What follows belongs to an exercise in optimizing a design on an open flow for small area and a short achievable clock period; a production flow would make more cautious choices.

// mul_pipe
module mul_pipe #(
    parameter int unsigned XLEN    = 32,
    parameter int unsigned LATENCY = 3,
    parameter int unsigned TAG_W   = 5
) (
    input  logic             clk,
    input  logic             rst_n,
    input  logic             in_valid,
    output logic             in_ready,
    input  logic [XLEN-1:0]  a,
    input  logic [XLEN-1:0]  b,
    input  logic [2:0]       mulop,
    input  logic [TAG_W-1:0] in_tag,
    input  logic             flush,
    output logic             out_valid,
    input  logic             out_ready,
    output logic [XLEN-1:0]  f,
    output logic [TAG_W-1:0] out_tag
);
    logic             w_stall;
    logic             w_acc;
    logic             r1_v, r2_v, r3_v;
    logic [31:0]      r1_a_n;
    logic [15:0]      r1_neg, r1_one_n, r1_two_n;
    logic             r1_ea_n, r1_d16_n, r1_hi;
    logic [15:0]      w_neg, w_one, w_two;
    logic [32:0]      w_b;
    logic [TAG_W-1:0] r1_tag, r2_tag, r3_tag;
    logic [31:0]      r2_x, r2_y;
    logic [31:0]      r3_f;
  ...
==> flow/config.mk <==
export PLATFORM = sky130hd
export DESIGN_NAME = mul_pipe
export DESIGN_NICKNAME = mul_pipe
export VERILOG_FILES = /design/flow/design.v
export SDC_FILE = /design/flow/constraint.sdc
export NUM_CORES = 4
export LEC_CHECK = 0
export ABC_AREA = 1
export CAP_MARGIN = 20
export CORE_MARGIN = 2
export CORE_UTILIZATION = 40
export SETUP_SLACK_MARGIN = 5
export SLEW_MARGIN = 20
export SYNTH_HIERARCHICAL = 1
==> flow/constraint.sdc <==
create_clock -name core_clock -period 11.0 [get_ports {clk}]
set_input_delay 2.2000 -clock core_clock [delete_from_list [all_inputs] [get_ports {clk}]]
set_output_delay 2.2000 -clock core_clock [all_outputs]
set_load 0.01 [all_outputs]
standard.sh (not shown) runs the stock make flow with config.mk's settings and CLKGATE_MAP_FILE= SYNTH_SCRIPT=/design/flow/synth_recipe.tcl, a recipe that flattens the netlist after the stock synthesis.
==> flow/flow/run.sh <==
#!/bin/bash
# The standard layout, with timing repair aimed further below the clock period and
# the smallest port buffers (repair sizes up the ones on critical paths).
set -euo pipefail
bash standard.sh SETUP_SLACK_MARGIN=6.22 "BUFFER_PORTS_ARGS=-buffer_cell sky130_fd_sc_hd__buf_1" "CTS_ARGS=-sink_clustering_enable -repair_clock_nets -sink_clustering_size 30 -sink_clustering_max_diameter 100 -dont_use_dummy_load" finish > standard.log 2>&1
Change:
--- a/flow/design.v
+++ b/flow/design.v
@@ -1950,36 +1950,36 @@
     wire mg21 = mg18 | (mp18 & mg17);
     wire mp21 = mp18 & mp17;
     wire mg22 = cg25 | (cp25 & mg19);
     wire mp22 = cp25 & mp19;
     wire mg23 = mg21 | (mp21 & mg20);
     wire mp23 = mp21 & mp20;
     wire mg24 = cg26 | (cp26 & mg22);
     wire mp24 = cp26 & mp22;
     wire mg25 = cg28 | (cp28 & cg27);
     wire mp25 = cp28 & cp27;
     wire mg26 = cg30 | (cp30 & cg29);
     wire mp26 = cp30 & cp29;
-    wire [4:0] w_sg, w_sp;
-    assign w_sg[0] = mg23;
+    wire mg27 = mg24 | (mp24 & mg23);
+    wire mp27 = mp24 & mp23;
+    wire mg28 = mg26 | (mp26 & mg25);
+    wire mp28 = mp26 & mp25;
+    wire [2:0] w_sg, w_sp;
+    assign w_sg[0] = mg27;
     assign w_sp[0] = 1'b0;
-    assign w_sg[1] = mg24;
-    assign w_sp[1] = mp24;
-    assign w_sg[2] = mg25;
-    assign w_sp[2] = mp25;
-    assign w_sg[3] = mg26;
-    assign w_sp[3] = mp26;
-    assign w_sg[4] = cg31;
-    assign w_sp[4] = cp31;
-    localparam int NSEG = 5;
+    assign w_sg[1] = mg28;
+    assign w_sp[1] = mp28;
+    assign w_sg[2] = cg31;
+    assign w_sp[2] = cp31;
+    localparam int NSEG = 3;
     wire        w_sel_hi = !w_stall && r1_hi;
     wire        w_sel_lo = !w_stall && !r1_hi;
     wire [31:0] w_xd, w_yd;
     for (genvar k = 0; k < 32; k++) begin : g_sel
         mul_pipe_sel u_x (.hold(w_stall), .q(r2_x[k]), .sh(w_sel_hi), .dh(sx[32+k]),
                           .sl(w_sel_lo), .dl(sx[k]), .d(w_xd[k]));
         mul_pipe_sel u_y (.hold(w_stall), .q(r2_y[k]), .sh(w_sel_hi), .dh(sy[32+k]),
                           .sl(w_sel_lo), .dl(sy[k]), .d(w_yd[k]));
     end
     logic [NSEG-1:0] r2_sg, r2_sp;
     logic            r2_hi;
     logic w_cin;
@@ -2183,47 +2183,38 @@
         end else if (!w_stall) begin
             r1_v <= w_acc;
             r2_v <= r1_v;
             r3_v <= r2_v;
             if (r2_v) begin
                 r3_f   <= w_f;
                 r3_tag <= r2_tag;
             end
         end
     end
     always_ff @(posedge clk) begin
         if (!w_stall) begin
+            r1_a_n   <= ~a;
+            r1_neg   <= w_neg;
+            r1_one_n <= ~w_one;
+            r1_two_n <= ~w_two;
+            r1_ea_n  <= !(a[31] && (mulop != 3'd3));
+            r1_d16_n <= !(b[31] && !mulop[2] && mulop[1]);
             r1_hi  <= (mulop != 3'd0);
             r1_tag <= in_tag;
             r2_sg  <= w_sg;
             r2_sp  <= w_sp;
             r2_hi  <= r1_hi;
             r2_tag <= r1_tag;
         end
     end
-    wire [81:0] w_r1d, w_r1q;
-    assign w_r1q = {r1_a_n, r1_neg, r1_one_n, r1_two_n, r1_ea_n, r1_d16_n};
-    for (genvar k = 0; k < 82; k++) begin : g_r1
-        mul_pipe_hold u_h (.hold(w_stall), .take(!w_stall), .q(w_r1q[k]),
-                           .d((k >= 50) ? ~a[k-50] :
-                              (k >= 34) ? w_neg[k-34] :
-                              (k >= 18) ? ~w_one[k-18] :
-                              (k >= 2)  ? ~w_two[k-2] :
-                              (k == 1)  ? !(a[31] && (mulop != 3'd3)) :
-                                          !(b[31] && !mulop[2] && mulop[1])),
-                           .y(w_r1d[k]));
-    end
-    always_ff @(posedge clk) begin
-        {r1_a_n, r1_neg, r1_one_n, r1_two_n, r1_ea_n, r1_d16_n} <= w_r1d;
-    end
     always_ff @(posedge clk) begin
         r2_x <= w_xd;
         r2_y <= w_yd;
     end
     assign out_valid = r3_v;
     assign f         = r3_f;
     assign out_tag   = r3_tag;
 endmodule
 module mul_pipe_fa (
     input  logic x,
     input  logic y,
     input  logic z,
@@ -2244,21 +2235,12 @@
 endmodule
 module mul_pipe_sel (
     input  logic hold,
     input  logic q,
     input  logic sh,
     input  logic dh,
     input  logic sl,
     input  logic dl,
     output logic d
 );
     assign d = (hold & q) | (sh & dh) | (sl & dl);
 endmodule
-module mul_pipe_hold (
-    input  logic hold,
-    input  logic take,
-    input  logic q,
-    input  logic d,
-    output logic y
-);
-    assign y = (hold & q) | (take & d);
-endmodule
- The new run ran to the end with no violations
- global-route usage went down by 1.2 points
- fmax hardly moves
- via count goes down by 3.0%
- synthesized cell count fell by 7.7%
- critical path depth stays the same
- setup slack loses 0.0069 ns
- count of clock-buffer cells in the layout goes down by 2
- wire length drops by 3.3%
- final cell count went down by 6.3%
- core utilization increases by 0.52 points
- cell area shrinks by 0.32%
No run of this note included a check of the RTL's function; only the layout flow was run.

## static timing again, ports no longer ideal
The results above use ideal ports. As a check the final layouts listed here were re-extracted and re-timed, cells and wires unchanged.
Step 1 assumes that a clkbuf_16 drives the clock port and a buf_2 every other input.
Step 2 also shifts input and output timing later by t, the mid clock arrival at the registers, as if the neighbouring blocks saw the same clock.
a / b / c = no drivers / after step 1 / after step 2; a / b = the first two.
run | t, ns | setup slack, ns | worst setup path at the end | clock arrival spread, ns | slew at the worst register clock pin (ns)
the first run | 0.591 | 6.235 / 6.204 / 6.204 | input to output | 0.053 / 0.053 | 0.11 / 0.11
the second run | 0.578 | 6.228 / 6.193 / 6.193 | input to output | 0.069 / 0.070 | 0.10 / 0.10
After both steps setup and hold are still met in every run listed. For the second run, which loses most, drivers alone change the setup slack by -0.035 ns; drivers and shift together by -0.035 ns.
